What follows belongs to an exercise in optimizing a design on an open flow for small area; a production flow would make more cautious choices. The RTL was checked by simulation tests, not by an equivalence proof against the original design. Power is estimated from default activity; no workload was simulated.

`flow/flow/area.abc`:
```
&get -n
&st
&syn2
&dch
&nf -a
&put
```
`flow/standard.sh`:
```
#!/bin/bash
# synth_recipe.tcl (not shown) runs the flow's synth.tcl, then flattens the netlist and writes it again
# the make line also repeats each setting of config.mk as NAME=value (left out here)
make -C /OpenROAD-flow-scripts/flow DESIGN_CONFIG=/design/flow/config.mk WORK_HOME=/design/flow/orfs CLKGATE_MAP_FILE= SYNTH_SCRIPT=/design/flow/synth_recipe.tcl "${@:-finish}"
```
`flow/config.mk`:
```
export PLATFORM = sky130hd
export DESIGN_NAME = stats_top
export DESIGN_NICKNAME = stats_top
export VERILOG_FILES = /design/flow/design.v
export SDC_FILE = /design/flow/constraint.sdc
export NUM_CORES = 4
export LEC_CHECK = 0
export CAP_MARGIN = 20
export CORE_MARGIN = 2
export CORE_UTILIZATION = 60
export SLEW_MARGIN = 20
```
`flow/design.v`:
```
package pkt_meta_pkg;
    typedef struct packed {
        logic valid;
        logic sop;
        logic eop;
    } pkt_mark_t;
    typedef enum logic [3:0] {
        ACTION_NOMATCH = 4'd0,
        ACTION_MATCH   = 4'd1,
        ACTION_DROP    = 4'd2,
        ACTION_FORWARD = 4'd3
    } pdu_action_e;
    typedef struct packed {
        pdu_action_e action;
        logic [23:0] tag;
    } pdu_meta_t;
    typedef logic [4*16-1:0] fill_vec_t;
endpackage
package stats_reg_pkg;
    typedef enum logic [8-1:0] {
        REG_IN_PKT          = 8'd0,
        REG_OUT_PKT         = 8'd1,
        REG_DMA_PKT         = 8'd2,
        REG_CPU_NOMATCH_PKT = 8'd3,
        REG_CPU_MATCH_PKT   = 8'd4,
        REG_CTRL            = 8'd5,
        REG_MAX_DM2SM       = 8'd6,
        REG_MAX_SM2PG       = 8'd7,
        REG_MAX_PG2NF       = 8'd8,
        REG_MAX_NF2PDU      = 8'd9
    } stat_reg_e;
    typedef struct packed {
        logic [4-1:0]                          sel;
        logic [30-4-8-1:0] rsvd;
        logic [8-1:0]                          ofs;
    } status_addr_t;
    typedef struct packed {
        logic               read;
        logic               write;
        status_addr_t       addr;
        logic [32-1:0] writedata;
    } status_req_t;
    typedef struct packed {
        logic               valid;
        logic [32-1:0] readdata;
    } status_resp_t;
    typedef struct packed {
        logic [32-1:0] in_pkt;
        logic [32-1:0] out_pkt;
        logic [32-1:0] dma_pkt;
        logic [32-1:0] cpu_nomatch_pkt;
        logic [32-1:0] cpu_match_pkt;
    } evt_count_t;
    typedef logic [4*32-1:0] peak_vec_t;
    typedef struct packed {
        evt_count_t evt;
        peak_vec_t  peak;
    } stat_snapshot_t;
endpackage
`timescale 1ns/10ps
module stats_top (
    input  logic                 clk,
    input  logic                 rst_pkt,
    input  logic                 rst,
    input  logic [2:0]           in_mark_i,            
    input  logic [2:0]           out_mark_i,           
    input  logic                 out_ready_i,
    input  logic                 rb_update_valid_i,
    input  logic                 disable_pcie_i,
    output logic                 pcie_rb_update_valid_o,
    input  logic [27:0]          pdumeta_cpu_data_i,   
    input  logic                 pdumeta_cpu_valid_i,
    input  logic                 pdumeta_cpu_ready_i,
    input  logic [63:0]          fill_level_i,         
    input  logic [63:0]          status_req_i,         
    output logic [32:0]          status_resp_o,        
    output logic [32-1:0]   ctrl_o
);
    localparam int W  = 32;
    localparam int FW = 16;
    localparam int NC = 4;
    assign pcie_rb_update_valid_o = rb_update_valid_i & ~disable_pcie_i;
    logic         req_rd, req_wr, hit;
    logic [7:0]   ofs;
    logic [W-1:0] wd;
    assign req_rd = status_req_i[63];
    assign req_wr = status_req_i[62];
    assign hit    = (status_req_i[61:58] == 4'(0));
    assign ofs    = status_req_i[39:32];
    assign wd     = status_req_i[31:0];
    logic [4:0] ev;
    assign ev[0] = in_mark_i[2] & in_mark_i[0];
    assign ev[1] = out_mark_i[2] & out_mark_i[0] & out_ready_i;
    assign ev[2] = rb_update_valid_i;
    assign ev[3] = pdumeta_cpu_valid_i & pdumeta_cpu_ready_i & (pdumeta_cpu_data_i[27:24] == 4'd0);
    assign ev[4] = pdumeta_cpu_valid_i & pdumeta_cpu_ready_i & (pdumeta_cpu_data_i[27:24] == 4'd1);
    logic         rd1, wr1, is5_1;
    logic [4:0]   ld1;
    logic [W-1:0] wdata1;
    logic [4:0]   ev1;
    logic         rp1;
    always_ff @(posedge clk) begin
        rd1    <= ~rst & req_rd & hit;
        wr1    <= ~rst & req_wr & hit;
        is5_1  <= (ofs == 8'd5);
        for (int i = 0; i < 5; i++) begin
            ld1[i] <= (ofs == 8'(i));
        end
        wdata1 <= wd;
        ev1    <= ev;
        rp1    <= rst_pkt;
    end
    logic [W-1:0] ctrl_q;
    logic         ctrl_zero_q;
    logic [W-1:0] ctrl_q_nxt;
    logic         ctrl_zero_nxt;
    logic [4:0]   ld2;
    assign ctrl_q_nxt    = wr1 ? wdata1 : ctrl_q;
    assign ctrl_zero_nxt = rst | (wr1 ? ~is5_1 : ctrl_zero_q);
    always_ff @(posedge clk) begin
        ctrl_q      <= ctrl_q_nxt;
        ctrl_zero_q <= ctrl_zero_nxt;
        ld2         <= wr1 ? ld1 : 5'd0;
    end
    assign ctrl_o = ctrl_zero_q ? '0 : ctrl_q;
    logic [W-1:0] cnt [5];
    logic [W-1:0] load_word;
    assign load_word = rp1 ? '0 : ctrl_q;
    localparam int SEG = 16;
    logic [W:0]   cy  [5];
    logic [W-1:0] inc [5];
    always_comb begin
        for (int i = 0; i < 5; i++) begin
            cy[i][0] = ev1[i];
            for (int b = 0; b < W; b++) begin
                inc[i][b] = cnt[i][b] ^ cy[i][b];
                if ((b + 1) % SEG == 0) begin
                    cy[i][b+1] = cy[i][b+1-SEG] & (&cnt[i][b -: SEG]);
                end else begin
                    cy[i][b+1] = cnt[i][b] & cy[i][b];
                end
            end
        end
    end
    always_ff @(posedge clk) begin
        for (int i = 0; i < 5; i++) begin
            cnt[i] <= (rp1 | ld2[i]) ? load_word : inc[i];
        end
    end
    logic [FW-1:0] peak [NC];
    logic [FW-1:0] peak_d [NC];
    logic          peak_vld, peak_vld_d;
    logic [FW:0] gt [NC];
    always_comb begin
        for (int c = 0; c < NC; c++) begin
            gt[c][0] = 1'b0;
            for (int b = 0; b < FW; b++) begin
                gt[c][b+1] = (fill_level_i[c*FW+b] & ~peak[c][b])
                           | (gt[c][b] & (fill_level_i[c*FW+b] | ~peak[c][b]));
            end
        end
    end
    always_ff @(posedge clk) begin
        peak_vld   <= ~rst_pkt;
        peak_vld_d <= peak_vld;
        for (int c = 0; c < NC; c++) begin
            if (~peak_vld || gt[c][FW]) begin
                peak[c] <= fill_level_i[c*FW +: FW];
            end
            peak_d[c] <= peak[c];
        end
    end
    logic [W-1:0] rd_word;
    logic [4:0]    sel_cnt;
    logic [NC-1:0] sel_peak;
    logic          sel_ctrl, sel_bad;
    always_comb begin
        for (int i = 0; i < 5; i++) sel_cnt[i] = (ofs == 8'(i));
        for (int c = 0; c < NC; c++) sel_peak[c] = peak_vld_d & (ofs == 8'(6 + c));
        sel_ctrl = ~ctrl_zero_nxt & (ofs == 8'd5);
        sel_bad  = (ofs > 8'd9);
        rd_word = sel_bad ? 32'hDEADBEEF : '0;
        if (sel_ctrl) rd_word = rd_word | ctrl_q_nxt;
        for (int i = 0; i < 5; i++) begin
            if (sel_cnt[i]) rd_word = rd_word | cnt[i];
        end
        for (int c = 0; c < NC; c++) begin
            if (sel_peak[c]) rd_word = rd_word | {{(W-FW){1'b0}}, peak_d[c]};
        end
    end
    logic [W-1:0] rword1;
    logic [W-1:0] resp_data_q;
    logic         resp_valid_q;
    always_ff @(posedge clk) begin
        rword1       <= rd_word;
        resp_data_q  <= rword1;
        resp_valid_q <= ~rst & rd1;
    end
    assign status_resp_o = {resp_valid_q, resp_data_q};
endmodule
```
`flow/flow/run.sh`:
```
#!/bin/bash
# The standard layout (standard.sh) with three changes:
#  - synthesis maps the combinational logic with an area-oriented ABC script
#    (flow/synth.tcl, flow/area.abc); registers are mapped as in the standard
#    synthesis, before ABC runs;
#  - the port buffers are the smallest buffer, sky130_fd_sc_hd__buf_1;
#  - the clock tree uses larger sink clusters and no dummy loads.
# make's output goes to standard.log; each ORFS step logs under orfs/logs/.
set -euo pipefail
W=$PWD
export MY_ABC_SCRIPT=$W/flow/area.abc
bash standard.sh \
  "SYNTH_SCRIPT=$W/flow/synth.tcl" \
  "BUFFER_PORTS_ARGS=-buffer_cell sky130_fd_sc_hd__buf_1" \
  "CTS_ARGS=-sink_clustering_enable -repair_clock_nets -dont_use_dummy_load -buf_list sky130_fd_sc_hd__clkbuf_16 -root_buf sky130_fd_sc_hd__clkbuf_16 -sink_clustering_size 35 -sink_clustering_max_diameter 70" \
  finish > standard.log 2>&1
```
`flow/constraint.sdc`:
```
create_clock -name core_clock -period 5.0 [get_ports {clk}]
set_input_delay 1.0000 -clock core_clock [delete_from_list [all_inputs] [get_ports {clk}]]
set_output_delay 1.0000 -clock core_clock [all_outputs]
set_load 0.01 [all_outputs]
```
`flow/flow/synth.tcl`:
```
# The standard synthesis script, with one change: the final ABC mapping
# of the combinational logic runs the area-oriented script named in
# MY_ABC_SCRIPT instead of ORFS's speed script. Registers are mapped before
# ABC runs, so they keep the standard synthesis's names and cells.
proc synth {args} { yosys synth -nofsm -noshare {*}$args }
proc abc {args} {
  set i [lsearch -exact $args -script]
  if { $i >= 0 && [info exists ::env(MY_ABC_SCRIPT)] } {
    lset args [expr {$i + 1}] $::env(MY_ABC_SCRIPT)
  }
  yosys abc {*}$args
}
source $::env(SCRIPTS_DIR)/synth.tcl
# left out here: clear keep_hierarchy, flatten, clean up, hide names made inside functions, write 1_2_yosys.v
```
==> results of run 1 <==
## where the power goes
group	switching, W	internal (W)	total (W)	leakage, nW
logic	0.000300	0.000221	0.000521	3.34
registers	0.000224	0.00393	0.00416	3.75
clock network	0.00103	0.000755	0.00179	0.259
## routing by layer
layer | global-route usage [%] | vias to the layer above | wire, um
met5 | 0 | - | 0
met4 | 7.75 | 0 | 1080
met3 | 2.79 | 55 | 1980
met2 | 43.7 | 339 | 17100
met1 | 35.9 | 5215 | 17000
li1 | - | 5654 | -
## through the flow
step / util, % / hold slack [ns] / worst slack, ns / instances / cell area (um^2)
floorplan: - / 0.310 / 0.279 / 1412 / 16000
global placement: 66.7 / 0.310 / 0.938 / 1958 / 17400
detailed placement: 66.7 / 0.312 / 0.915 / 1958 / 17400
CTS: 68.7 / 0.308 / 0.914 / 1979 / 17900
global route: 68.7 / 0.309 / 0.749 / 1979 / 17900
finish: 68.7 / 0.306 / 0.923 / 1979 / 17900
## flip-flops by register name, summed over array words and instances, names as in the netlist, 5 cells and up
register / flops
wdata1: 32
rword1: 32
resp_data_q: 32
peak_d: 64
ld2: 5
ld1: 5
ctrl_q: 32
cnt: 160
ev1: 5
peak: 64
## final cells by class
cell class	instances	area share [%]
multi-input combinational	914	36.0
tap	335	2.34
sequential	439	52.5
inverter	58	1.21
timing repair buffer	212	4.94
clock buffer	21	2.93
## layout by cell type, fill, tap and decap left out, types with 6 or more instances in the layout
cell,instances
a221oi_1,14
a222oi_1,61
a22oi_1,22
a2bb2oi_1,11
and2_0,7
and3_1,6
buf_1,191
buf_4,20
clkbuf_16,21
clkinv_1,58
dfxtp_1,374
edfxtp_1,64
ha_1,150
mux2_1,32
nand2_1,221
nand2b_1,44
nand3_1,17
nand4_1,31
nor2_1,12
nor2b_1,44
nor4_1,6
o21ai_0,160
o221ai_1,15
o22ai_1,11
xor2_1,10
## cells by family after synthesis
| kind of cell | after synthesis | share of synthesized area [%] |
|---|---|---|
| compound gates | 311 | 13.1 |
| xor+xnor | 10 | 0.546 |
| fa+ha+maj | 150 | 11.7 |
| buf+inv | 59 | 1.40 |
| flops | 439 | 58.8 |
| mux | 32 | 2.25 |
| simple gates | 411 | 12.2 |
## how the worst min path moves through the flow
stage / from / end / slack (ns) / cells after the start
detailed placement: rword1[25] / resp_data_q[25] / 0.31 / 0
global route: rword1[28] / resp_data_q[28] / 0.31 / 0
global placement: rword1[29] / resp_data_q[29] / 0.31 / 0
floorplan: rword1[0] / resp_data_q[0] / 0.31 / 0
CTS: rword1[5] / resp_data_q[5] / 0.31 / 0
finish: rword1[28] / resp_data_q[28] / 0.31 / 0
==> summary.md, run 1 <==
| Metric | Value |
|---|---|
| Yosys top cell area share | between 40% and 50% |
| Unique cell type count in the Yosys netlist | 31 |
| Avg Cell Area, Syn | 11.4 um^2 |
| Vias in the first global route | 10508 |
| First-pass GRT wire length | 57100 um |
| Max H-tree Level | 1 |
| Layout area overhead | 11.9% |
| Final nets | between 1500 and 2000 |
| CTS tree | done |
| VDD IR-drop max | between 0.0003 and 0.0004 V |
| Crit path time final | 4.08 ns |
| IO Port Bufs | approximately 190 |
| RR Endpoint | cnt[0][31] |
| Post-synthesis cell count | 1412 |
| CP required | ~5.4 ns |
| CP max FO | 3 |
| Register area share after synthesis | 58.8% |
| Hold Path Class | register to register |
| Die X | around 170 um |
| Synth area leader | dfxtp_1 |
| Fraction of registers with async set/reset | 0% |
| Layout cell share with drive strength beyond 1 | approximately 3.4% |
| Endpoint type of the worst setup path | register |
| Core Area | about 26000 um^2 |
| Sequential cell area | about 9400 um^2 |
| Number of synthesized flops with an enable pin | 64 |
| DRT antenna net count | 0 |
| GPL Wtd Cong | 0.906 |
| Post-route clock period utilization | between 80 and 90% |
| Startpoint types | register |
| Crit path launch | cnt[0][12] |
| Relative slew slack | between 20% and 30% |
| Drt wl/cell | between 15 and 20 um |
| # Max-Cap Violations | 0 |
| Pin count of the biggest net entering global routing | 65 |
| Cell with the most instances after synthesis | dfxtp_1 |
| Yosys reg bits | 439 |
| Levels on crit path | 21 |
| Worst clock skew | 0.0548 ns |
| Max Clk Rate | about 250 MHz |
| Worst-Skew Late Latency | around 0.55 ns |
| Antenna diodes | 0 |
| GRT Overall Usage | between 20% and 30% |
| Clock tree buffer depth | 3 |
| P per Cell Area | about 360 nW/um^2 |
| Total wire length | 37200 um |
| Status | timing/DRC/antenna clean |
| Worst Tran Pin Value | 1.08 ns |
| RSZ-0062 raised after global routing | no |
| Worst Path Buf+Inv | 0 |
| Post-cts resize count | 0 |
| Total power | roughly 0.0065 W |
| Drt initial violations | around 980 |
| Die area | 28100 um^2 |
| Reg-to-reg critical path startpoint | cnt[0][12] |
| Syn nets | about 1700 |
| Congestion Overflow GR | 0 |
| Worst path max stage delay | ~0.36 ns |
| Crit path cell chain | and4_1 > nand3_1 > nor4_1 > ha_1 > ha_1 > ha_1 > ha_1 > ha_1 > ha_1 > ha_1 > ha_1 > ha_1 > ha_1 > ha_1 > ha_1 > ha_1 > ha_1 > ha_1 > xor2_1 > nand2_1 > o21ai_0 |
| Vias | 11263 |
| Final setup viols | 0 |
| CTS Hold Bufs | 0 |
| Root buf cell | clkbuf_16 |
| Top cells by area, synth | dfxtp_1 47%, edfxtp_1 12%, ha_1 12% |
| Reg2reg setup slack | about 0.9 ns |
| Initial antenna violation count | 0 |
| Via density | ~5.7 |
| Clk slew on worst S/H paths | 0.12 ns |
| Yosys warning total | 7 |
| CP endpoint | cnt[0][31] |
| Number of buffers created by CTS | 21 |
| Mapped Area | between 15000 and 20000 um^2 |
| Worst r2r path cells | 21 |
| Top delay family on crit path | adder cells |
| Most frequent cells after synthesis | 375 x dfxtp_1, 221 x nand2_1, 165 x o21ai_0, 150 x ha_1, 64 x edfxtp_1 |
| Final hold vios | 0 |
| Row cnt | just under 60 |
| Postcts setup bufs | 0 |
| Starting density of the core | around 61% |
| Top cell by count, worst path | ha_1 |
| # DRC | 0 |
| Multi-input logic area | 6470 um^2 |
| Pleak | between 7 and 8 nW |
| Drt first pass iters | 19 |
| Critical path type | register to register |
| Slew Viols, Final | 0 |
| Main synth FF type | dfxtp_1 |
| Clk sinks | ~440 |
| DP HPWL | 26500 um |
| Arr. time, crit path | around 4.5 ns |
| CP max-delay cell | dfxtp_1 |
| Filler instances | between 2000 and 2500 |
| Ports | between 200 and 250 |
| Chip height | roughly 170 um |
| Setup TNS Final | 0 ns |
==> run 2, diff against run 1 <==
--- a/flow/flow/run.sh
+++ b/flow/flow/run.sh
@@ -14,3 +14,3 @@
   "BUFFER_PORTS_ARGS=-buffer_cell sky130_fd_sc_hd__buf_1" \
-  "CTS_ARGS=-sink_clustering_enable -repair_clock_nets -dont_use_dummy_load -buf_list sky130_fd_sc_hd__clkbuf_16 -root_buf sky130_fd_sc_hd__clkbuf_16 -sink_clustering_size 35 -sink_clustering_max_diameter 70" \
+  "CTS_ARGS=-sink_clustering_enable -repair_clock_nets -dont_use_dummy_load -buf_list sky130_fd_sc_hd__clkbuf_16 -root_buf sky130_fd_sc_hd__clkbuf_16 -sink_clustering_size 25 -sink_clustering_max_diameter 60" \
   finish > standard.log 2>&1
==> summary.md, run 2 <==
| Metric | Value |
|---|---|
| Status | timing/DRC/antenna clean |
| Root buf cell | clkbuf_16 |
| Clock power frac | 33.6% (+5.9 points) |
| Synth area leader | dfxtp_1 |
| Syn nets | 1732 (unchanged) |
| Min-Delay Startpoint | rword1[28] |
| DRT antenna net count | 0 (unchanged) |
| Final nets | 1980 (+0.71%) |
| Die area | 28100 um^2 (unchanged) |
| CTS tree | done |
| Max Clk Rate | 243 MHz (-1.1%) |
| CP required | 5.36 ns (-0.06 ns) |
| Worst clock skew | 0.0425 ns (-0.0123 ns) |
| Final setup viols | 0 (unchanged) |
| Number of buffers created by CTS | 35 (+67%) |
| Drt first pass iters | 16 (-3) |
| Ports | 236 (unchanged) |
| Row cnt | 59 (unchanged) |
| Avg Cell Area, Syn | 11.4 um^2 (unchanged) |
| Sequential Power Share | 59.0% (-5.3 points) |
| Final hold slack | 0.321 ns (+0.0149 ns) |
| Max H-tree Level | 2 (+1) |
| Relative slew slack | 29.8% (+2.1 points) |
| Most common cell after layout, fill and taps aside | dfxtp_1 |
| Most flops, register | cnt |
| GRT Overall Usage | 26.6% (+0.51 points) |
| CP max FO | 3 (unchanged) |
| Initial antenna violation count | 0 (unchanged) |
| IO Port Bufs | 191 (unchanged) |
| Post-route clock period utilization | 82.4% (+0.87 points) |
| Via density | 5.76 (+1.2%) |
| Total wire length | 37800 um (+1.8%) |
| # DRC | 0 (unchanged) |
| Slew Viols, Final | 0 (unchanged) |
| Highest-count cells in the layout ignoring fill and taps | 374 x dfxtp_1, 221 x nand2_1, 191 x buf_1, 160 x o21ai_0, 150 x ha_1 |
| Arr. time, crit path | 4.48 ns (-0.02 ns) |
| Worst Tran Pin Value | 1.05 ns (-0.0342 ns) |
| Clk sinks | 439 (unchanged) |
| Most frequent cells after synthesis | 375 x dfxtp_1, 221 x nand2_1, 165 x o21ai_0, 150 x ha_1, 64 x edfxtp_1 |
| Layout cell share with drive strength beyond 1 | 4.22% (+0.82 points) |
| Clk slew on worst S/H paths | 0.07 ns (-0.05 ns) |
| Crit path cell chain | and4_1 > nand3_1 > nor4_1 > ha_1 > ha_1 > ha_1 > ha_1 > ha_1 > ha_1 > ha_1 > ha_1 > ha_1 > ha_1 > ha_1 > ha_1 > ha_1 > ha_1 > ha_1 > xor2_1 > nand2_1 > o21ai_0 |
| Starting density of the core | 61.4% (unchanged) |
| Clock tree buffer depth | 3 (unchanged) |
| Pleak | 7.52 nW (+2.3%) |
| Chip height | 168 um (unchanged) |
| Switching part of the total | 23.5% (-0.55 points) |
| Congestion Overflow GR | 0 (unchanged) |
| Main synth FF type | dfxtp_1 |
| Crit path launch | cnt[2][9] |
| Drt initial violations | 1129 (+15%) |
| Post-synthesis cell count | 1412 (unchanged) |
| CP max-delay cell | dfxtp_1 |
| Vias | 11479 (+1.9%) |
| Die X | 168 um (unchanged) |
| Regs by FF count | cnt: 160 flops, peak: 64 flops, peak_d: 64 flops |
| RSZ-0062 raised after global routing | no |
| Cell with the most instances after synthesis | dfxtp_1 |
| Antenna diodes | 0 (unchanged) |
| Worst path max stage delay | 0.34 ns (-0.02 ns) |
| Max reg flops | 160 (unchanged) |
| DP HPWL | 26500 um (unchanged) |
| Hold Path Class | register to register |
| Worst-Skew Late Latency | 0.52 ns (-0.03 ns) |
| P per Cell Area | 385 nW/um^2 (+7.0%) |
| Layout area overhead | 14.1% |
| Yosys warning total | 7 (unchanged) |
| Comb power frac | 7.4% (-0.7 points) |
| Core Area | 26100 um^2 (unchanged) |
| # Max-Cap Violations | 0 (unchanged) |
| First-pass GRT wire length | 58100 um (+1.7%) |
| Yosys top cell area share | 46.8% (unchanged) |
| Top delay family on crit path | adder cells |
| Post-cts resize count | 0 (unchanged) |
| Endpoint type of the worst setup path | register |
| Top cell by count, worst path | ha_1 |
| Vias in the first global route | 10767 (+2.5%) |
| Worst Path Buf+Inv | 0 (unchanged) |
| Crit path time final | 4.12 ns (+0.0436 ns) |
| Startpoint types | register |
| Postcts setup bufs | 0 (unchanged) |
| CTS Hold Bufs | 0 (unchanged) |
| GPL Wtd Cong | 0.906 (unchanged) |
| Register area share after synthesis | 58.8% (unchanged) |
| Mapped Area | 16000 um^2 (unchanged) |
| Yosys reg bits | 439 (unchanged) |
| Drt wl/cell | 19.0 um (+1.0%) |
| Int Pwr | 0.00539 W (+9.9%) |
| Reg-to-reg critical path startpoint | cnt[2][9] |
| Psw | 0.00166 W (+6.6%) |
| Pin count of the biggest net entering global routing | 65 (unchanged) |
| Final hold vios | 0 (unchanged) |
| Critical path type | register to register |
| Number of synthesized flops with an enable pin | 64 (unchanged) |
| Top cells by area, synth | dfxtp_1 47%, edfxtp_1 12%, ha_1 12% |
| VDD IR-drop max | 0.000293 V (-7.2%) |
| Fraction of registers with async set/reset | 0% (unchanged) |
| Unique cell type count in the Yosys netlist | 31 (unchanged) |
| Setup TNS Final | 0 ns (unchanged) |
run 2: metrics by stage:
| stage | instances | area [um^2] | setup WS [ns] | power (W) | util [%] |
|---|---|---|---|---|---|
| after floorplan | 1412 | 16000 | 0.279 | 0.00451 | - |
| after global placement | 1958 | 17400 | 0.938 | 0.00472 | 66.7 |
| after detailed placement | 1958 | 17400 | 0.915 | 0.00476 | 66.7 |
| after CTS | 1993 | 18300 | 0.866 | 0.00710 | 70.0 |
| after global routing | 1993 | 18300 | 0.711 | 0.00734 | 70.0 |
| final | 1993 | 18300 | 0.880 | 0.00705 | 70.0 |
run 2: final timing paths:
path,endpoint,slack (ns),cells past startpoint
worst max-delay path,cnt[2][31],0.88,21
worst min-delay path,resp_data_q[28],0.32,0
worst max register to register,cnt[2][31],0.88,21
worst min register to register,resp_data_q[28],0.32,0
run 2: metal layers:
layer  wire, um  vias to the layer above  GRT usage (%)
met5          0                        -              0
met2      17400                      386           44.4
met3       2290                       73           3.29
li1           -                     5688              -
met4       1180                        0           9.04
met1      16900                     5332           36.0
run 2: layout make-up:
type	instances	area (um^2)
sequential	439	9430
fill	2033	7830
multi-input combinational	914	6470
timing repair buffer	212	887
clock buffer	35	876
tap	335	419
inverter	58	218
run 2: kinds of logic after synthesis:
kind of cell / Yosys count / synth area share, %
fa+ha+maj: 150 / 11.7
buf+inv: 59 / 1.40
flops: 439 / 58.8
xor+xnor: 10 / 0.546
mux: 32 / 2.25
simple gates: 411 / 12.2
compound gates: 311 / 13.1
run 2: power groups by stage:
stage	Sequential, W	Clock, W	Combinational [W]
2_1_floorplan	0.00416	0	0.000352
3_3_place_gp	0.00422	0	0.000502
3_5_place_dp	0.00423	0	0.000523
4_1_cts	0.00416	0.00241	0.000527
5_1_grt	0.00419	0.00254	0.000609
6_report	0.00416	0.00237	0.000523
==> run 3, diff against run 2 <==
--- a/flow/design.v
+++ b/flow/design.v
@@ -97,3 +97,3 @@
     logic         rd1, wr1, is5_1;
-    logic [4:0]   ld1;
+    logic [2:0]   ofs1;
     logic [W-1:0] wdata1;
@@ -104,6 +104,3 @@
         wr1    <= ~rst & req_wr & hit;
-        is5_1  <= (ofs == 8'd5);
-        for (int i = 0; i < 5; i++) begin
-            ld1[i] <= (ofs == 8'(i));
-        end
+        ofs1   <= (ofs < 8'd8) ? ofs[2:0] : 3'd7;
         wdata1 <= wd;
@@ -117,2 +114,3 @@
     logic [4:0]   ld2;
+    assign is5_1 = (ofs1 == 3'd5);
     assign ctrl_q_nxt    = wr1 ? wdata1 : ctrl_q;
@@ -122,3 +120,5 @@
         ctrl_zero_q <= ctrl_zero_nxt;
-        ld2         <= wr1 ? ld1 : 5'd0;
+        for (int i = 0; i < 5; i++) begin
+            ld2[i] <= wr1 & (ofs1 == 3'(i));
+        end
     end
@@ -152,2 +152,3 @@
     logic          peak_vld, peak_vld_d;
+    assign peak_vld = ~rp1;
     logic [FW:0] gt [NC];
@@ -163,3 +164,2 @@
     always_ff @(posedge clk) begin
-        peak_vld   <= ~rst_pkt;
         peak_vld_d <= peak_vld;
--- a/flow/flow/run.sh
+++ b/flow/flow/run.sh
@@ -14,3 +14,3 @@
   "BUFFER_PORTS_ARGS=-buffer_cell sky130_fd_sc_hd__buf_1" \
-  "CTS_ARGS=-sink_clustering_enable -repair_clock_nets -dont_use_dummy_load -buf_list sky130_fd_sc_hd__clkbuf_16 -root_buf sky130_fd_sc_hd__clkbuf_16 -sink_clustering_size 25 -sink_clustering_max_diameter 60" \
+  "CTS_ARGS=-sink_clustering_enable -repair_clock_nets -dont_use_dummy_load -buf_list sky130_fd_sc_hd__clkbuf_16 -root_buf sky130_fd_sc_hd__clkbuf_16 -sink_clustering_size 30 -sink_clustering_max_diameter 50" \
   finish > standard.log 2>&1
==> summary.md, run 3 <==
| Metric | Value |
|---|---|
| Worst r2r path cells | 21 (unchanged) |
| Sequential Power Share | 58.2% (-0.8 points) |
| Drt first pass iters | 6 (-10) |
| Synth area leader | dfxtp_1 |
| First-pass GRT wire length | 58200 um (+0.20%) |
| Ports | 236 (unchanged) |
| Number of buffers created by CTS | 37 (+5.7%) |
| Reg-to-reg critical path startpoint | cnt[1][9] |
| Clk slew on worst S/H paths | 0.08 ns (about the same) |
| Yosys warning total | 7 (unchanged) |
| Final nets | 1991 (+0.56%) |
| Worst-Skew Late Latency | 0.53 ns (about the same) |
| Cell with the most instances after synthesis | dfxtp_1 |
| Clk sinks | 435 (-0.91%) |
| Post-route clock period utilization | 83.2% (+0.83 points) |
| Pleak | 7.53 nW (+0.12%) |
| Startpoint types | register |
| Worst hold path endpoint | resp_data_q[29] |
| Max Clk Rate | 240 MHz (-1.0%) |
| CTS tree | done |
| GRT Overall Usage | 26.3% (-0.31 points) |
| Post-synthesis cell count | 1420 (+0.57%) |
| Unique cell type count in the Yosys netlist | 34 (+9.7%) |
| # Max-Cap Violations | 0 (unchanged) |
| Arr. time, crit path | 4.60 ns (+0.12 ns) |
| Clock power frac | 34.5% (+0.9 points) |
| Chip height | 167 um (-0.30%) |
| Initial antenna violation count | 0 (unchanged) |
| Max reg flops | 160 (unchanged) |
| Highest-count cells in the layout ignoring fill and taps | 370 x dfxtp_1, 247 x nand2_1, 191 x buf_1, 160 x o21ai_0, 150 x ha_1 |
| Worst clock skew | 0.0325 ns (-0.00994 ns) |
| Top cells by area, synth | dfxtp_1 47%, edfxtp_1 12%, ha_1 12% |
| Max H-tree Level | 2 (unchanged) |
| RR Endpoint | cnt[1][31] |
| Most flops, register | cnt |
| Pin count of the biggest net entering global routing | 65 (unchanged) |
| Min-Delay Startpoint | rword1[29] |
| GPL Wtd Cong | 0.832 (-8.2%) |
| DRT antenna net count | 0 (unchanged) |
| Drt wl/cell | 18.2 um (-3.9%) |
| Non-filler instance count after layout | 2004 (+0.55%) |
| Psw | 0.00165 W (-0.57%) |
| Final hold vios | 0 (unchanged) |
| Most common cell after layout, fill and taps aside | dfxtp_1 |
| Comb power frac | 7.3% (about the same) |
| Final setup viols | 0 (unchanged) |
| Yosys reg bits | 435 (-0.91%) |
| Total wire length | 36500 um (-3.4%) |
| Number of synthesized flops with an enable pin | 64 (unchanged) |
| Core Area | 26100 um^2 (-0.28%) |
| Die area | 27900 um^2 (-0.61%) |
| Die X | 167 um (-0.30%) |
| Register area share after synthesis | 58.6% (-0.13 points) |
| Yosys top cell area share | 46.6% (-0.21 points) |
| Mapped Area | 15900 um^2 (-0.62%) |
| Post-cts resize count | 0 (unchanged) |
| Vias | 11434 (-0.39%) |
| Row cnt | 59 (unchanged) |
| Vias in the first global route | 11209 (+4.1%) |
| Antenna diodes | 0 (unchanged) |
| IO Port Bufs | 191 (unchanged) |
| Min-Delay Path Depth | 0 (unchanged) |
| Drt initial violations | 904 (-20%) |
| Total power | 0.00708 W (+0.30%) |
| VDD IR-drop max | 0.000324 V (+11%) |
| Switching part of the total | 23.3% (-0.20 points) |
| Most frequent cells after synthesis | 371 x dfxtp_1, 247 x nand2_1, 163 x o21ai_0, 150 x ha_1, 64 x edfxtp_1 |
| Main synth FF type | dfxtp_1 |
| DP HPWL | 25400 um (-4.0%) |
| Layout cell share with drive strength beyond 1 | 4.31% (+0.092 points) |
| Placed cell count | 1967 (+0.46%) |
| Starting density of the core | 61.2% (-0.21 points) |
| Layout area overhead | 14.4% |
| Status | timing/DRC/antenna clean |
| Syn nets | 1740 (+0.46%) |
| Critical path type | register to register |
| CP max FO | 3 (unchanged) |
| Int Pwr | 0.00542 W (+0.57%) |
| Regs by FF count | cnt: 160 flops, peak: 64 flops, peak_d: 64 flops |
| Worst Tran Pin Value | 1.07 ns (+0.0194 ns) |
| Setup TNS Final | 0 ns (unchanged) |
| # DRC | 0 (unchanged) |
| Avg Cell Area, Syn | 11.2 um^2 (-1.2%) |
| Fraction of registers with async set/reset | 0% (unchanged) |
| Endpoint type of the worst setup path | register |
| CP required | 5.44 ns (+0.08 ns) |
| Hold Path Class | register to register |
| Relative slew slack | 28.7% (-1.1 points) |
| Root buf cell | clkbuf_16 |
| Postcts setup bufs | 0 (unchanged) |
| P per Cell Area | 388 nW/um^2 (+0.65%) |
| RSZ-0062 raised after global routing | no |
| Clock tree buffer depth | 3 (unchanged) |
| Reg2reg setup slack | 0.84 ns (-0.04 ns) |
| CTS Hold Bufs | 0 (unchanged) |
| Slew Viols, Final | 0 (unchanged) |
| Crit path time final | 4.16 ns (+0.0416 ns) |
| Congestion Overflow GR | 0 (unchanged) |
| Via density | 5.71 (-0.94%) |
-- run 3: power by group through the flow --
| stage | Sequential, W | Clock, W | Combinational (W) |
|---|---|---|---|
| floorplan | 0.00412 | 0 | 0.000350 |
| global placement | 0.00418 | 0 | 0.000498 |
| detailed placement | 0.00419 | 0 | 0.000518 |
| CTS | 0.00412 | 0.00249 | 0.000522 |
| global route | 0.00416 | 0.00262 | 0.000604 |
| finish | 0.00412 | 0.00244 | 0.000517 |
-- run 3: area by class of cell --
class                           count  area (um^2)
Tap cell                          335          419
Inverter                           52          195
Fill cell                        2073         7820
Clock buffer                       37          926
Multi-Input combinational cell    932         6460
Sequential cell                   435         9350
Timing Repair Buffer              213          882
-- run 3: critical path: stages (launching register included) --
cell and delay [ns]:
dfxtp_1 0.38, and4_1 0.21, nand3_1 0.13, nor4_1 0.61
ha_1 0.28, ha_1 0.15, ha_1 0.16, ha_1 0.16
ha_1 0.17, ha_1 0.17, ha_1 0.16, ha_1 0.16
ha_1 0.16, ha_1 0.16, ha_1 0.14, ha_1 0.15
ha_1 0.15, ha_1 0.14, ha_1 0.15, xor2_1 0.14
nand2_1 0.06, o21ai_0 0.09
-- run 3: worst max-delay path by stage --
stage | startpoint | to | slack [ns] | cells past startpoint
2_1_floorplan | status_req_i[37] | rword1[0] | 0.59 | 7
3_3_place_gp | cnt[2][9] | cnt[2][31] | 0.96 | 21
3_5_place_dp | cnt[1][9] | cnt[1][31] | 0.92 | 21
4_1_cts | cnt[1][9] | cnt[1][31] | 0.87 | 21
5_1_grt | cnt[2][9] | cnt[2][31] | 0.67 | 21
6_report | cnt[1][9] | cnt[1][31] | 0.84 | 21
-- run 3: per-layer routing --
metal	GRT usage, %	vias to the layer above	wire length [um]
met5	0	-	0
met4	8.13	0	924
met1	33.5	5303	15700
met2	45.8	339	17600
li1	-	5728	-
met3	4.25	64	2310
-- run 3: through the flow --
| stage | utilization (%) | setup WS, ns | instance area (um^2) | hold WS [ns] |
|---|---|---|---|---|
| after floorplan | - | 0.586 | 15900 | 0.310 |
| after global placement | 66.4 | 0.957 | 17300 | 0.310 |
| after detailed placement | 66.4 | 0.917 | 17300 | 0.312 |
| after CTS | 70.0 | 0.874 | 18200 | 0.324 |
| after global routing | 70.0 | 0.669 | 18200 | 0.333 |
| final | 70.0 | 0.838 | 18200 | 0.324 |
-- run 3: logic make-up (layout without fill, tap and decap cells) --
group	after synthesis	in the layout	synth area share (%)
mux	32	32	2.26
flops	435	435	58.6
compound gates	327	327	13.5
xor+xnor	10	10	0.549
fa+ha+maj	150	150	11.8
buf+inv	53	302	1.27
simple gates	413	413	12.0
==> run 4, diff against run 3 <==
--- a/flow/flow/run.sh
+++ b/flow/flow/run.sh
@@ -14,3 +14,3 @@
   "BUFFER_PORTS_ARGS=-buffer_cell sky130_fd_sc_hd__buf_1" \
-  "CTS_ARGS=-sink_clustering_enable -repair_clock_nets -dont_use_dummy_load -buf_list sky130_fd_sc_hd__clkbuf_16 -root_buf sky130_fd_sc_hd__clkbuf_16 -sink_clustering_size 30 -sink_clustering_max_diameter 50" \
+  "CTS_ARGS=-sink_clustering_enable -repair_clock_nets -dont_use_dummy_load -buf_list sky130_fd_sc_hd__clkbuf_8 -root_buf sky130_fd_sc_hd__clkbuf_16 -sink_clustering_size 18 -sink_clustering_max_diameter 40" \
   finish > standard.log 2>&1
==> summary.md, run 4 <==
| Metric | Value |
|---|---|
| Status | timing/DRC/antenna clean |
| Fraction of registers with async set/reset | 0% (unchanged) |
| Clk sinks | 435 (unchanged) |
| Die X | 167 um (unchanged) |
| GPL Wtd Cong | 0.832 (unchanged) |
| Postcts setup bufs | 0 (unchanged) |
| Final hold vios | 0 (unchanged) |
| Layout cell share with drive strength beyond 1 | 4.83% (+0.51 points) |
| Pleak | 7.43 nW (-1.3%) |
| Chip height | 167 um (unchanged) |
| Crit path time final | 4.11 ns (-0.0474 ns) |
| Top delay family on crit path | adder cells |
| DP HPWL | 25400 um (unchanged) |
| Most common cell after layout, fill and taps aside | dfxtp_1 |
| Most frequent cells after synthesis | 371 x dfxtp_1, 247 x nand2_1, 163 x o21ai_0, 150 x ha_1, 64 x edfxtp_1 |
| Post-synthesis cell count | 1420 (unchanged) |
| Most flops, register | cnt |
| CTS tree | done |
| Vias | 11372 (-0.54%) |
| First-pass GRT wire length | 57800 um (-0.68%) |
| Final WS setup | 0.885 ns (+0.0474 ns) |
| Arr. time, crit path | 4.54 ns (-0.06 ns) |
| Worst clock skew | 0.0482 ns (+0.0157 ns) |
| Max reg flops | 160 (unchanged) |
| Post-route clock period utilization | 82.3% (-0.95 points) |
| Drt wl/cell | 18.1 um (-0.64%) |
| Final nets | 2000 (+0.45%) |
| Relative slew slack | 24.7% (-4.0 points) |
| Cell with the most instances after synthesis | dfxtp_1 |
| VDD IR-drop max | 0.000297 V (-8.1%) |
| P per Cell Area | 369 nW/um^2 (-5.0%) |
| Synth area leader | dfxtp_1 |
| Filler instances | 2087 (+0.68%) |
| Number of synthesized flops with an enable pin | 64 (unchanged) |
| Drt initial violations | 772 (-15%) |
| Starting density of the core | 61.2% (unchanged) |
| Number of buffers created by CTS | 46 (+24%) |
| Max Clk Rate | 243 MHz (+1.2%) |
| Multi-input logic area | 6460 um^2 (unchanged) |
| Layout area overhead | 12.9% |
| Antenna diodes | 0 (unchanged) |
| CTS Hold Bufs | 0 (unchanged) |
| Main synth FF type | dfxtp_1 |
| CP max FO | 3 (unchanged) |
| Avg Cell Area, Syn | 11.2 um^2 (unchanged) |
| Regs by FF count | cnt: 160 flops, peak: 64 flops, peak_d: 64 flops |
| Clock tree buffer depth | 3 (unchanged) |
| # DRC | 0 (unchanged) |
| Startpoint types | register |
| Syn nets | 1740 (unchanged) |
| Clk slew on worst S/H paths | 0.10 ns (+0.02 ns) |
| Setup TNS Final | 0 ns (unchanged) |
| IO Port Bufs | 191 (unchanged) |
| Slew Viols, Final | 0 (unchanged) |
| Yosys top cell area share | 46.6% (unchanged) |
| CP required | 5.42 ns (-0.02 ns) |
| Top cell by count, worst path | ha_1 |
| Crit path cell chain | and4_1 > nand3_1 > nor4_1 > ha_1 > ha_1 > ha_1 > ha_1 > ha_1 > ha_1 > ha_1 > ha_1 > ha_1 > ha_1 > ha_1 > ha_1 > ha_1 > ha_1 > ha_1 > xor2_1 > nand2_1 > o21ai_0 |
| Max H-tree Level | 2 (unchanged) |
| Worst path max stage delay | 0.58 ns (-0.03 ns) |
| Pin count of the biggest net entering global routing | 65 (unchanged) |
| Critical path type | register to register |
| Initial antenna violation count | 0 (unchanged) |
| Hold Path Class | register to register |
| Final setup viols | 0 (unchanged) |
| Yosys warning total | 7 (unchanged) |
| Highest-count cells in the layout ignoring fill and taps | 370 x dfxtp_1, 247 x nand2_1, 191 x buf_1, 160 x o21ai_0, 150 x ha_1 |
| CP max-delay cell | nor4_1 |
| Register area share after synthesis | 58.6% (unchanged) |
| Post-cts resize count | 0 (unchanged) |
| # Max-Cap Violations | 0 (unchanged) |
| Top cells by area, synth | dfxtp_1 47%, edfxtp_1 12%, ha_1 12% |
| DRT antenna net count | 0 (unchanged) |
| Yosys reg bits | 435 (unchanged) |
| Post-Place Cell Area | 17300 um^2 (unchanged) |
| Worst Tran Pin Value | 1.13 ns (+0.0606 ns) |
| Pre-CTS setup slack | 0.917 ns (unchanged) |
| Vias in the first global route | 11176 (-0.29%) |
| Endpoint type of the worst setup path | register |
| Ports | 236 (unchanged) |
| Mapped Area | 15900 um^2 (unchanged) |
| Worst-Skew Late Latency | 0.53 ns (about the same) |
| Drt first pass iters | 6 (unchanged) |
| Die area | 27900 um^2 (unchanged) |
| Core Area | 26100 um^2 (unchanged) |
| Worst Path Buf+Inv | 0 (unchanged) |
| RSZ-0062 raised after global routing | no |
| Unique cell type count in the Yosys netlist | 34 (unchanged) |
| Total wire length | 36500 um (-0.19%) |
| Congestion Overflow GR | 0 (unchanged) |
| Root buf cell | clkbuf_16 |
| Row cnt | 59 (unchanged) |
| Via density | 5.65 (-0.99%) |
| Design area | 18000 um^2 (-1.3%) |
| Sequential cell area | 9350 um^2 (unchanged) |
| GRT Overall Usage | 26.1% (-0.16 points) |
-- run 4: changes by cell type in the layout (fill, tap and decap cells not counted), sizes merged --
cell,previous run,this run
clkbuf,37,46
-- run 4: worst paths after layout --
path / startpoint / endpoint / slack, ns / cells past startpoint
max: cnt[1][9] / cnt[1][31] / 0.89 / 21
min: rword1[2] / resp_data_q[2] / 0.29 / 0
max reg2reg: cnt[1][9] / cnt[1][31] / 0.89 / 21
min reg2reg: rword1[2] / resp_data_q[2] / 0.29 / 0
-- run 4: cell families (layout without fill, tap and decap cells) --
group,after synthesis,count (layout),synth area share [%]
AND/OR/NAND/NOR,413,413,12.0
multiplexers,32,32,2.26
flip-flops,435,435,58.6
adder cells (fa/ha/maj),150,150,11.8
XOR/XNOR,10,10,0.549
AO/OA/AOI/OAI,327,327,13.5
buffers and inverters,53,311,1.27
-- run 4: cell type report --
class	instances	area share (%)
clock buffer	46	3.83
timing repair buffer	213	4.90
tap	335	2.33
sequential	435	51.9
inverter	52	1.08
multi-input combinational	932	35.9
-- run 4: power by group --
group	leakage (nW)	internal (W)	total, W	switching, W
combinational	3.35	0.000216	0.000514	0.000299
clock	0.356	0.000912	0.00200	0.00109
sequential	3.72	0.00390	0.00412	0.000215
-- run 4: metal layers --
layer	global-route usage [%]	up-vias	routed length, um
met5	0	-	0
met4	7.12	0	853
met3	4.94	56	2390
met2	45.2	313	17500
met1	33.5	5261	15800
li1	-	5742	-
-- run 4: per-stage QoR --
step | cells | utilization [%] | hold WS [ns] | total power (W)
3_5_place_dp | 1967 | 66.4 | 0.312 | 0.00471
4_1_cts | 2013 | 69.1 | 0.289 | 0.00669
5_1_grt | 2013 | 69.1 | 0.289 | 0.00695
6_report | 2013 | 69.1 | 0.289 | 0.00664
3_3_place_gp | 1967 | 66.4 | 0.310 | 0.00468
2_1_floorplan | 1420 | - | 0.310 | 0.00447
==> run 5, diff against run 4 <==
--- a/flow/flow/run.sh
+++ b/flow/flow/run.sh
@@ -14,3 +14,3 @@
   "BUFFER_PORTS_ARGS=-buffer_cell sky130_fd_sc_hd__buf_1" \
-  "CTS_ARGS=-sink_clustering_enable -repair_clock_nets -dont_use_dummy_load -buf_list sky130_fd_sc_hd__clkbuf_8 -root_buf sky130_fd_sc_hd__clkbuf_16 -sink_clustering_size 18 -sink_clustering_max_diameter 40" \
+  "CTS_ARGS=-sink_clustering_enable -repair_clock_nets -dont_use_dummy_load -buf_list sky130_fd_sc_hd__clkbuf_16 -root_buf sky130_fd_sc_hd__clkbuf_16 -sink_clustering_size 35 -sink_clustering_max_diameter 55" \
   finish > standard.log 2>&1
==> summary.md, run 5 <==
| Metric | Value |
|---|---|
| Status | timing/DRC/antenna clean |
| Yosys top cell area share | 46.6% (unchanged) |
| Row cnt | 59 (unchanged) |
| Drt first pass iters | 7 (+1) |
| GRT Overall Usage | 26.1% (+0.030 points) |
| RSZ-0062 raised after global routing | no |
| Most common cell after layout, fill and taps aside | dfxtp_1 |
| Worst clock skew | 0.0310 ns (-0.0172 ns) |
| Postcts setup bufs | 0 (unchanged) |
| Synth area leader | dfxtp_1 |
| Register area share after synthesis | 58.6% (unchanged) |
| Total wire length | 36400 um (-0.18%) |
| Chip height | 167 um (unchanged) |
| CTS tree | done |
| Most flops, register | cnt |
| Worst Path Buf+Inv | 0 (unchanged) |
| Post-synthesis cell count | 1420 (unchanged) |
| Hold Path Class | register to register |
| Die area | 27900 um^2 (unchanged) |
| Top delay family on crit path | adder cells |
| Worst-Skew Late Latency | 0.52 ns (about the same) |
| Pin count of the biggest net entering global routing | 65 (unchanged) |
| First-pass GRT wire length | 57800 um (about the same) |
| Worst path max stage delay | 0.58 ns (about the same) |
| Top cell by count, worst path | ha_1 |
| Total power | 0.00698 W (+5.2%) |
| Layout cell share with drive strength beyond 1 | 4.20% (-0.63 points) |
| Cell with the most instances after synthesis | dfxtp_1 |
| DRT antenna net count | 0 (unchanged) |
| Die X | 167 um (unchanged) |
| Vias | 11458 (+0.76%) |
| Relative slew slack | 27.2% (+2.5 points) |
| Syn nets | 1740 (unchanged) |
| Number of synthesized flops with an enable pin | 64 (unchanged) |
| Unique cell type count in the Yosys netlist | 34 (unchanged) |
| Main synth FF type | dfxtp_1 |
| # Max-Cap Violations | 0 (unchanged) |
| Yosys reg bits | 435 (unchanged) |
| Vias in the first global route | 11146 (-0.27%) |
| P per Cell Area | 384 nW/um^2 (+4.1%) |
| Mapped Area | 15900 um^2 (unchanged) |
| Max reg flops | 160 (unchanged) |
| Slew Viols, Final | 0 (unchanged) |
| Pleak | 7.51 nW (+1.0%) |
| Ports | 236 (unchanged) |
| Endpoint type of the worst setup path | register |
| Max Clk Rate | 244 MHz (+0.32%) |
| Final hold vios | 0 (unchanged) |
| Startpoint types | register |
| Worst Tran Pin Value | 1.09 ns (-0.0382 ns) |
| Drt wl/cell | 18.2 um (+0.37%) |
| Max H-tree Level | 2 (unchanged) |
| Avg Cell Area, Syn | 11.2 um^2 (unchanged) |
| Final nets | 1989 (-0.55%) |
| Via density | 5.72 (+1.3%) |
| GPL Wtd Cong | 0.832 (unchanged) |
| Yosys warning total | 7 (unchanged) |
| Final hold slack | 0.307 ns (+0.0174 ns) |
| Drt initial violations | 878 (+14%) |
| Number of buffers created by CTS | 35 (-24%) |
| IO Port Bufs | 191 (unchanged) |
| Setup TNS Final | 0 ns (unchanged) |
| Initial antenna violation count | 0 (unchanged) |
| Root buf cell | clkbuf_16 |
| Layout area overhead | 14.1% |
| VDD IR-drop max | 0.000363 V (+22%) |
| Final setup viols | 0 (unchanged) |
| Crit path cell chain | and4_1 > nand3_1 > nor4_1 > ha_1 > ha_1 > ha_1 > ha_1 > ha_1 > ha_1 > ha_1 > ha_1 > ha_1 > ha_1 > ha_1 > ha_1 > ha_1 > ha_1 > ha_1 > xor2_1 > nand2_1 > o21ai_0 |
| Critical path type | register to register |
| Core Area | 26100 um^2 (unchanged) |
| Clk sinks | 435 (unchanged) |
| Congestion Overflow GR | 0 (unchanged) |
| CP max-delay cell | nor4_1 |
| CP max FO | 3 (unchanged) |
| Arr. time, crit path | 4.53 ns (about the same) |
| Regs by FF count | cnt: 160 flops, peak: 64 flops, peak_d: 64 flops |
| DP HPWL | 25400 um (unchanged) |
| Clock tree buffer depth | 3 (unchanged) |
| # DRC | 0 (unchanged) |
| CP required | 5.43 ns (about the same) |
| CTS Hold Bufs | 0 (unchanged) |
| Crit path time final | 4.10 ns (-0.0130 ns) |
| Most frequent cells after synthesis | 371 x dfxtp_1, 247 x nand2_1, 163 x o21ai_0, 150 x ha_1, 64 x edfxtp_1 |
| Top cells by area, synth | dfxtp_1 47%, edfxtp_1 12%, ha_1 12% |
| Highest-count cells in the layout ignoring fill and taps | 370 x dfxtp_1, 247 x nand2_1, 191 x buf_1, 160 x o21ai_0, 150 x ha_1 |
| Post-route clock period utilization | 82.0% (-0.26 points) |
| Post-cts resize count | 0 (unchanged) |
| Starting density of the core | 61.2% (unchanged) |
| Antenna diodes | 0 (unchanged) |
| Final Util | 69.8% (+0.72 points) |
| Fraction of registers with async set/reset | 0% (unchanged) |
| Clk slew on worst S/H paths | 0.08 ns (-0.02 ns) |
## run 5: where the power goes
group          total [W]  switching [W]  internal [W]
clock            0.00235        0.00111       0.00124
sequential       0.00412       0.000216       0.00390
combinational   0.000515       0.000299      0.000216
## run 5: final cells by class
type	instances	area (um^2)
fill	2072	7870
clock buffer	35	876
inverter	52	195
multi-input combinational	932	6460
sequential	435	9350
tap	335	419
timing repair buffer	213	882
## run 5: worst paths after layout
path	slack [ns]	endpoint	cells past startpoint	start
setup reg to reg	0.90	cnt[1][31]	21	cnt[1][14]
hold reg to reg	0.31	resp_data_q[14]	0	rword1[14]
hold / removal	0.31	resp_data_q[14]	0	rword1[14]
setup / recovery	0.90	cnt[1][31]	21	cnt[1][14]
## run 5: through the flow
step	cells	worst slack (ns)	cell area [um^2]
3_3_place_gp	1967	0.957	17300
2_1_floorplan	1420	0.586	15900
4_1_cts	2002	0.898	18200
5_1_grt	2002	0.644	18200
6_report	2002	0.898	18200
3_5_place_dp	1967	0.917	17300
## run 5: routing by layer
layer,track usage (%),wire [um],vias to the layer above
met5,0,0,-
met4,7.98,915,0
met3,4.02,2210,61
met2,45.3,17600,334
met1,33.7,15700,5337
li1,-,-,5726
## run 5: cell families (layout without fill, tap and decap cells)
group	count (synthesis)	after routing	share of synthesized area, %
AOI/OAI and AO/OA	327	327	13.5
muxes	32	32	2.26
and+or+nand+nor	413	413	12.0
xor gates and xnor gates	10	10	0.549
adders and majority gates	150	150	11.8
buffers and inverters	53	300	1.27
DFF	435	435	58.6
## run 5: worst register-to-register path: stages, from the launching register on
cell and delay (ns):
dfxtp_1 0.39, and4_1 0.20, nand3_1 0.13, nor4_1 0.58, ha_1 0.28, ha_1 0.15
ha_1 0.16, ha_1 0.15, ha_1 0.16, ha_1 0.16, ha_1 0.16, ha_1 0.16
ha_1 0.16, ha_1 0.16, ha_1 0.14, ha_1 0.15, ha_1 0.15, ha_1 0.14
ha_1 0.15, xor2_1 0.14, nand2_1 0.06, o21ai_0 0.09
==> run 6, diff against run 5 <==
--- a/flow/flow/run.sh
+++ b/flow/flow/run.sh
@@ -14,3 +14,3 @@
   "BUFFER_PORTS_ARGS=-buffer_cell sky130_fd_sc_hd__buf_1" \
-  "CTS_ARGS=-sink_clustering_enable -repair_clock_nets -dont_use_dummy_load -buf_list sky130_fd_sc_hd__clkbuf_16 -root_buf sky130_fd_sc_hd__clkbuf_16 -sink_clustering_size 35 -sink_clustering_max_diameter 55" \
+  "CTS_ARGS=-sink_clustering_enable -repair_clock_nets -dont_use_dummy_load -buf_list sky130_fd_sc_hd__clkbuf_16 -root_buf sky130_fd_sc_hd__clkbuf_16 -sink_clustering_size 45 -sink_clustering_max_diameter 60" \
   finish > standard.log 2>&1
==> summary.md, run 6 <==
| Metric | Value |
|---|---|
| Regs by FF count | cnt: 160 flops, peak: 64 flops, peak_d: 64 flops |
| Clk sinks | 435 (unchanged) |
| Total wire length | 36400 um (about the same) |
| Yosys warning total | 7 (unchanged) |
| Design area | 18200 um^2 (-0.14%) |
| Arr. time, crit path | 4.58 ns (+0.05 ns) |
| Ports | 236 (unchanged) |
| GPL Wtd Cong | 0.832 (unchanged) |
| Register area share after synthesis | 58.6% (unchanged) |
| Relative slew slack | 27.0% (-0.21 points) |
| Fraction of registers with async set/reset | 0% (unchanged) |
| Int Pwr | 0.00532 W (-0.65%) |
| CP max FO | 3 (unchanged) |
| # Max-Cap Violations | 0 (unchanged) |
| Slew Viols, Final | 0 (unchanged) |
| Post-route clock period utilization | 83.3% (+1.3 points) |
| Initial antenna violation count | 0 (unchanged) |
| Post-synthesis cell count | 1420 (unchanged) |
| CTS tree | done |
| Avg Cell Area, Syn | 11.2 um^2 (unchanged) |
| Drt initial violations | 911 (+3.8%) |
| Final hold slack | 0.311 ns (+0.00455 ns) |
| Synth area leader | dfxtp_1 |
| Top delay family on crit path | adder cells |
| # DRC | 0 (unchanged) |
| Final nets | 1988 (-0.050%) |
| Pre-CTS setup slack | 0.917 ns (unchanged) |
| Vias in the first global route | 11216 (+0.63%) |
| Max Clk Rate | 240 MHz (-1.5%) |
| Final WS setup | 0.836 ns (-0.0625 ns) |
| RSZ-0062 raised after global routing | no |
| Layout area overhead | 13.9% |
| Via density | 5.71 (-0.25%) |
| Most flops, register | cnt |
| Startpoint types | register |
| Root buf cell | clkbuf_16 |
| Clk slew on worst S/H paths | 0.08 ns (about the same) |
| Comb power frac | 7.4% (about the same) |
| Max H-tree Level | 2 (unchanged) |
| Top cells by area, synth | dfxtp_1 47%, edfxtp_1 12%, ha_1 12% |
| Yosys reg bits | 435 (unchanged) |
| Final setup viols | 0 (unchanged) |
| Clock tree buffer depth | 3 (unchanged) |
| P per Cell Area | 383 nW/um^2 (-0.26%) |
| Psw | 0.00163 W (+0.47%) |
| GRT Overall Usage | 26.1% (about the same) |
| CP max-delay cell | nor4_1 |
| IO Port Bufs | 191 (unchanged) |
| DP HPWL | 25400 um (unchanged) |
| Unique cell type count in the Yosys netlist | 34 (unchanged) |
| Post-Place Cell Area | 17300 um^2 (unchanged) |
| Max reg flops | 160 (unchanged) |
| Postcts setup bufs | 0 (unchanged) |
| Starting density of the core | 61.2% (unchanged) |
| Worst clock skew | 0.0468 ns (+0.0158 ns) |
| Die area | 27900 um^2 (unchanged) |
| CTS Hold Bufs | 0 (unchanged) |
| Antenna diodes | 0 (unchanged) |
| DRT antenna net count | 0 (unchanged) |
| Hold Path Class | register to register |
| Chip height | 167 um (unchanged) |
| Worst path max stage delay | 0.62 ns (+0.04 ns) |
| Worst Path Buf+Inv | 0 (unchanged) |
| Drt wl/cell | 18.2 um (+0.15%) |
| Die X | 167 um (unchanged) |
| Post-cts resize count | 0 (unchanged) |
| Status | timing/DRC/antenna clean |
| Pin count of the biggest net entering global routing | 65 (unchanged) |
| Row cnt | 59 (unchanged) |
| Main synth FF type | dfxtp_1 |
| Switching part of the total | 23.5% (+0.20 points) |
| VDD IR-drop max | 0.000365 V (+0.74%) |
| Vias | 11424 (-0.30%) |
| Worst Tran Pin Value | 1.09 ns (+0.00320 ns) |
| Drt first pass iters | 7 (unchanged) |
| First-pass GRT wire length | 58000 um (+0.32%) |
| Filler instances | 2058 (-0.68%) |
| Total power | 0.00695 W (-0.39%) |
| Endpoint type of the worst setup path | register |
| Yosys top cell area share | 46.6% (unchanged) |
| Critical path type | register to register |
| Sequential Power Share | 59.2% (+0.2 points) |
| Number of buffers created by CTS | 34 (-2.9%) |
| CP required | 5.41 ns (-0.02 ns) |
| Syn nets | 1740 (unchanged) |
| Cell with the most instances after synthesis | dfxtp_1 |
| Highest-count cells in the layout ignoring fill and taps | 370 x dfxtp_1, 247 x nand2_1, 191 x buf_1, 160 x o21ai_0, 150 x ha_1 |
| Most common cell after layout, fill and taps aside | dfxtp_1 |
| Core Area | 26100 um^2 (unchanged) |
| Number of synthesized flops with an enable pin | 64 (unchanged) |
| Worst-Skew Late Latency | 0.53 ns (about the same) |
| Crit path time final | 4.16 ns (+0.0625 ns) |
| Congestion Overflow GR | 0 (unchanged) |
| Pleak | 7.49 nW (-0.16%) |
| Most frequent cells after synthesis | 371 x dfxtp_1, 247 x nand2_1, 163 x o21ai_0, 150 x ha_1, 64 x edfxtp_1 |
| Clock power frac | 33.3% (-0.3 points) |
| Top cell by count, worst path | ha_1 |
| Setup TNS Final | 0 ns (unchanged) |
| Crit path cell chain | and4_1 > nand3_1 > nor4_1 > ha_1 > ha_1 > ha_1 > ha_1 > ha_1 > ha_1 > ha_1 > ha_1 > ha_1 > ha_1 > ha_1 > ha_1 > ha_1 > ha_1 > ha_1 > xor2_1 > nand2_1 > o21ai_0 |
| Mapped Area | 15900 um^2 (unchanged) |
| Final hold vios | 0 (unchanged) |
| Layout cell share with drive strength beyond 1 | 4.14% (-0.058 points) |
run 6: cell counts after synthesis:
Identical to the previous run, type by type.
run 6: layout make-up:
class	count	area, um^2	share of cell area, %
clock buffers	34	851	4.68
inverters	52	195	1.07
multi-input cells	932	6460	35.6
flip-flops and latches	435	9350	51.5
well taps	335	419	2.31
repair buffers	213	882	4.86
run 6: kinds of logic after synthesis:
| kind of cell | after synthesis | share of synthesized area [%] |
|---|---|---|
| AOI/OAI and AO/OA | 327 | 13.5 |
| xor gates and xnor gates | 10 | 0.549 |
| adders and majority gates | 150 | 11.8 |
| buffers and inverters | 53 | 1.27 |
| DFF | 435 | 58.6 |
| muxes | 32 | 2.26 |
| and+or+nand+nor | 413 | 12.0 |
run 6: worst reg2reg max path, stage by stage, from the launching register on:
cell,delay [ns]
dfxtp_1,0.39
and4_1,0.21
nand3_1,0.12
nor4_1,0.62
ha_1,0.28
ha_1,0.15
ha_1,0.16
ha_1,0.16
ha_1,0.17
ha_1,0.16
ha_1,0.16
ha_1,0.15
ha_1,0.15
ha_1,0.16
ha_1,0.14
ha_1,0.14
ha_1,0.15
ha_1,0.14
ha_1,0.15
xor2_1,0.14
nand2_1,0.06
o21ai_0,0.09
run 6: power groups by stage:
stage / Clock, W / Combinational (W) / Sequential (W)
after floorplan: 0 / 0.000350 / 0.00412
after global placement: 0 / 0.000498 / 0.00418
after detailed placement: 0 / 0.000518 / 0.00419
after CTS: 0.00236 / 0.000520 / 0.00412
after global routing: 0.00249 / 0.000604 / 0.00416
final: 0.00232 / 0.000516 / 0.00412
run 6: metrics by stage:
| stage | cells | utilization [%] |
|---|---|---|
| after detailed placement | 1967 | 66.4 |
| after global routing | 2001 | 69.7 |
| after CTS | 2001 | 69.7 |
| after floorplan | 1420 | - |
| final | 2001 | 69.7 |
| after global placement | 1967 | 66.4 |
run 6: metal layers:
| layer | part of all wire [%] | GRT usage [%] | vias to the layer above |
|---|---|---|---|
| met5 | 0 | 0 | - |
| met4 | 2.4 | 7.53 | 0 |
| met3 | 5.2 | 4.06 | 65 |
| met2 | 49 | 46.0 | 303 |
| met1 | 44 | 33.3 | 5337 |
| li1 | - | - | 5719 |
run 6: final timing paths:
kind / startpoint / endpoint / slack, ns / depth (start not counted)
max: cnt[1][9] / cnt[1][31] / 0.84 / 21
min: rword1[14] / resp_data_q[14] / 0.31 / 0
max reg2reg: cnt[1][9] / cnt[1][31] / 0.84 / 21
min reg2reg: rword1[14] / resp_data_q[14] / 0.31 / 0
==> run 7, diff against run 6 <==
--- a/flow/flow/run.sh
+++ b/flow/flow/run.sh
@@ -14,3 +14,3 @@
   "BUFFER_PORTS_ARGS=-buffer_cell sky130_fd_sc_hd__buf_1" \
-  "CTS_ARGS=-sink_clustering_enable -repair_clock_nets -dont_use_dummy_load -buf_list sky130_fd_sc_hd__clkbuf_16 -root_buf sky130_fd_sc_hd__clkbuf_16 -sink_clustering_size 45 -sink_clustering_max_diameter 60" \
+  "CTS_ARGS=-sink_clustering_enable -repair_clock_nets -dont_use_dummy_load -buf_list sky130_fd_sc_hd__clkbuf_16 -root_buf sky130_fd_sc_hd__clkbuf_16 -sink_clustering_size 35 -sink_clustering_max_diameter 60" \
   finish > standard.log 2>&1
--- a/flow/config.mk
+++ b/flow/config.mk
@@ -9,3 +9,3 @@
 export CORE_MARGIN = 2
-export CORE_UTILIZATION = 60
+export CORE_UTILIZATION = 72
 export SLEW_MARGIN = 20
==> summary.md, run 7 <==
| Metric | Value |
|---|---|
| Total wire length | 37300 um (+2.4%) |
| Most flops, register | cnt |
| Pin count of the biggest net entering global routing | 65 (unchanged) |
| CP required | 5.47 ns (+0.06 ns) |
| Via density | 6.08 (+6.5%) |
| Most frequent cells after synthesis | 371 x dfxtp_1, 247 x nand2_1, 163 x o21ai_0, 150 x ha_1, 64 x edfxtp_1 |
| Row cnt | 54 (-8.5%) |
| Ports | 236 (unchanged) |
| Layout area overhead | 13.0% |
| Clk sinks | 435 (unchanged) |
| Pleak | 7.45 nW (-0.57%) |
| Number of synthesized flops with an enable pin | 64 (unchanged) |
| Max H-tree Level | 1 (-1) |
| Mapped Area | 15900 um^2 (unchanged) |
| Highest-count cells in the layout ignoring fill and taps | 370 x dfxtp_1, 247 x nand2_1, 191 x buf_1, 160 x o21ai_0, 150 x ha_1 |
| Starting density of the core | 73.3% (+12 points) |
| Chip height | 153 um (-8.5%) |
| Critical path type | register to register |
| Regs by FF count | cnt: 160 flops, peak: 64 flops, peak_d: 64 flops |
| Max reg flops | 160 (unchanged) |
| Arr. time, crit path | 4.61 ns (+0.03 ns) |
| GPL Wtd Cong | 0.807 (-2.9%) |
| Final setup viols | 0 (unchanged) |
| VDD IR-drop max | 0.000315 V (-14%) |
| Die area | 23300 um^2 (-16%) |
| Root buf cell | clkbuf_16 |
| Yosys reg bits | 435 (unchanged) |
| CTS Hold Bufs | 0 (unchanged) |
| Layout cell share with drive strength beyond 1 | 3.91% (-0.23 points) |
| Post-Place Cell Area | 17300 um^2 (-0.22%) |
| IO Port Bufs | 191 (unchanged) |
| Top cells by area, synth | dfxtp_1 47%, edfxtp_1 12%, ha_1 12% |
| RSZ-0062 raised after global routing | no |
| Relative slew slack | 29.7% (+2.7 points) |
| Vias | 11810 (+3.4%) |
| Endpoint type of the worst setup path | register |
| DP HPWL | 25800 um (+1.8%) |
| Main synth FF type | dfxtp_1 |
| Unique cell type count in the Yosys netlist | 34 (unchanged) |
| Final nets | 1984 (-0.20%) |
| Die X | 153 um (-8.5%) |
| Register area share after synthesis | 58.6% (unchanged) |
| # Max-Cap Violations | 0 (unchanged) |
| Syn nets | 1740 (unchanged) |
| Post-route clock period utilization | 82.8% (-0.44 points) |
| CTS tree | done |
| Avg Cell Area, Syn | 11.2 um^2 (unchanged) |
| Clock tree buffer depth | 3 (unchanged) |
| DRT antenna net count | 0 (unchanged) |
| Worst Tran Pin Value | 1.05 ns (-0.0393 ns) |
| Core Area | 21800 um^2 (-17%) |
| Hold Path Class | register to register |
| Slew Viols, Final | 0 (unchanged) |
| Status | timing/DRC/antenna clean |
| # DRC | 0 (unchanged) |
| P per Cell Area | 375 nW/um^2 (-2.2%) |
| Vias in the first global route | 11834 (+5.5%) |
| Worst clock skew | 0.0409 ns (-0.00582 ns) |
| Clk slew on worst S/H paths | 0.08 ns (about the same) |
| Post-cts resize count | 0 (unchanged) |
| Fraction of registers with async set/reset | 0% (unchanged) |
| Design area | 18000 um^2 (-0.79%) |
| Yosys warning total | 7 (unchanged) |
| Number of buffers created by CTS | 29 (-15%) |
| Congestion Overflow GR | 0 (unchanged) |
| Startpoint types | register |
| Yosys top cell area share | 46.6% (unchanged) |
| Drt first pass iters | 7 (unchanged) |
| Non-filler instance count after layout | 1942 (-2.9%) |
| Final hold vios | 0 (unchanged) |
| First-pass GRT wire length | 59300 um (+2.3%) |
| Initial antenna violation count | 0 (unchanged) |
| Crit path time final | 4.14 ns (-0.0219 ns) |
| Max Clk Rate | 241 MHz (+0.53%) |
| Most common cell after layout, fill and taps aside | dfxtp_1 |
| Postcts setup bufs | 0 (unchanged) |
| Drt initial violations | 890 (-2.3%) |
| Drt wl/cell | 19.2 um (+5.5%) |
| CP max FO | 3 (unchanged) |
| Synth area leader | dfxtp_1 |
| Worst-Skew Late Latency | 0.57 ns (+0.04 ns) |
| Post-synthesis cell count | 1420 (unchanged) |
| GRT Overall Usage | 31.7% (+5.6 points) |
| Setup TNS Final | 0 ns (unchanged) |
| Antenna diodes | 0 (unchanged) |
| Cell with the most instances after synthesis | dfxtp_1 |
| Placed cell count | 1912 (-2.8%) |
run 7: changes by cell type in the layout (fill, tap and decap cells not counted):
cell	delta
buf_16	+1
buf_12	+1
clkbuf_16	-5
o221ai_2	-1
o221ai_4	+1
buf_4	-1
run 7: critical path: stages (launching register included):
cell and delay, ns:
dfxtp_1 0.38, and4_1 0.21, nand3_1 0.12, nor4_1 0.63
ha_1 0.28, ha_1 0.15, ha_1 0.15, ha_1 0.15
ha_1 0.14, ha_1 0.16, ha_1 0.15, ha_1 0.16
ha_1 0.15, ha_1 0.15, ha_1 0.14, ha_1 0.14
ha_1 0.16, ha_1 0.16, ha_1 0.16, xor2_1 0.16
nand2_1 0.07, o21ai_0 0.09
run 7: path summary, 6_finish.rpt:
| kind | cells past startpoint | slack (ns) | startpoint | to |
|---|---|---|---|---|
| hold reg to reg | 0 | 0.32 | rword1[24] | resp_data_q[24] |
| hold / removal | 0 | 0.32 | rword1[24] | resp_data_q[24] |
| setup reg to reg | 21 | 0.86 | cnt[1][9] | cnt[1][31] |
| setup / recovery | 21 | 0.86 | cnt[1][9] | cnt[1][31] |
run 7: routing by layer:
metal  vias up  routed length (um)  global-route usage, %  share of wire (%)
met1      5554               14900                   39.4                 40
met5         -                   0                      0                  0
met4         0                1080                   10.8                2.9
met3        78                2780                   5.38                7.4
met2       451               18500                   56.3                 50
li1       5727                   -                      -                  -
run 7: cells by family (layout without fill, tap and decap cells):
| group | count (synthesis) | after routing | synth area share, % |
|---|---|---|---|
| buf+inv | 53 | 295 | 1.27 |
| compound gates | 327 | 327 | 13.5 |
| mux | 32 | 32 | 2.26 |
| simple gates | 413 | 413 | 12.0 |
| fa+ha+maj | 150 | 150 | 11.8 |
| xor+xnor | 10 | 10 | 0.549 |
| flops | 435 | 435 | 58.6 |
run 7: cell type report:
class / count / area [um^2]
well taps: 280 / 350
fillers: 1343 / 3740
repair buffers: 214 / 922
flip-flops and latches: 435 / 9350
multi-input cells: 932 / 6470
clock buffers: 29 / 726
inverters: 52 / 195
run 7: report_power, final:
part           internal [W]  switching, W
sequential          0.00390      0.000220
combinational      0.000222      0.000313
clock               0.00102       0.00107
total               0.00514       0.00161
run 7: per-stage QoR:
stage	setup WS (ns)	utilization, %	total power, W	hold WS, ns
finish	0.858	82.8	0.00675	0.321
detailed placement	0.911	79.4	0.00472	0.312
global placement	0.984	79.3	0.00466	0.310
floorplan	0.586	-	0.00447	0.310
CTS	0.898	82.7	0.00676	0.319
global route	0.687	82.8	0.00700	0.328

Setup slack of run 7, layout unchanged: 0.858 ns with ideal ports, 0.858 ns with driving cells assumed (clock clkbuf_16, inputs buf_2), 0.858 ns with port delays also shifted by the 0.595 ns mid clock arrival.
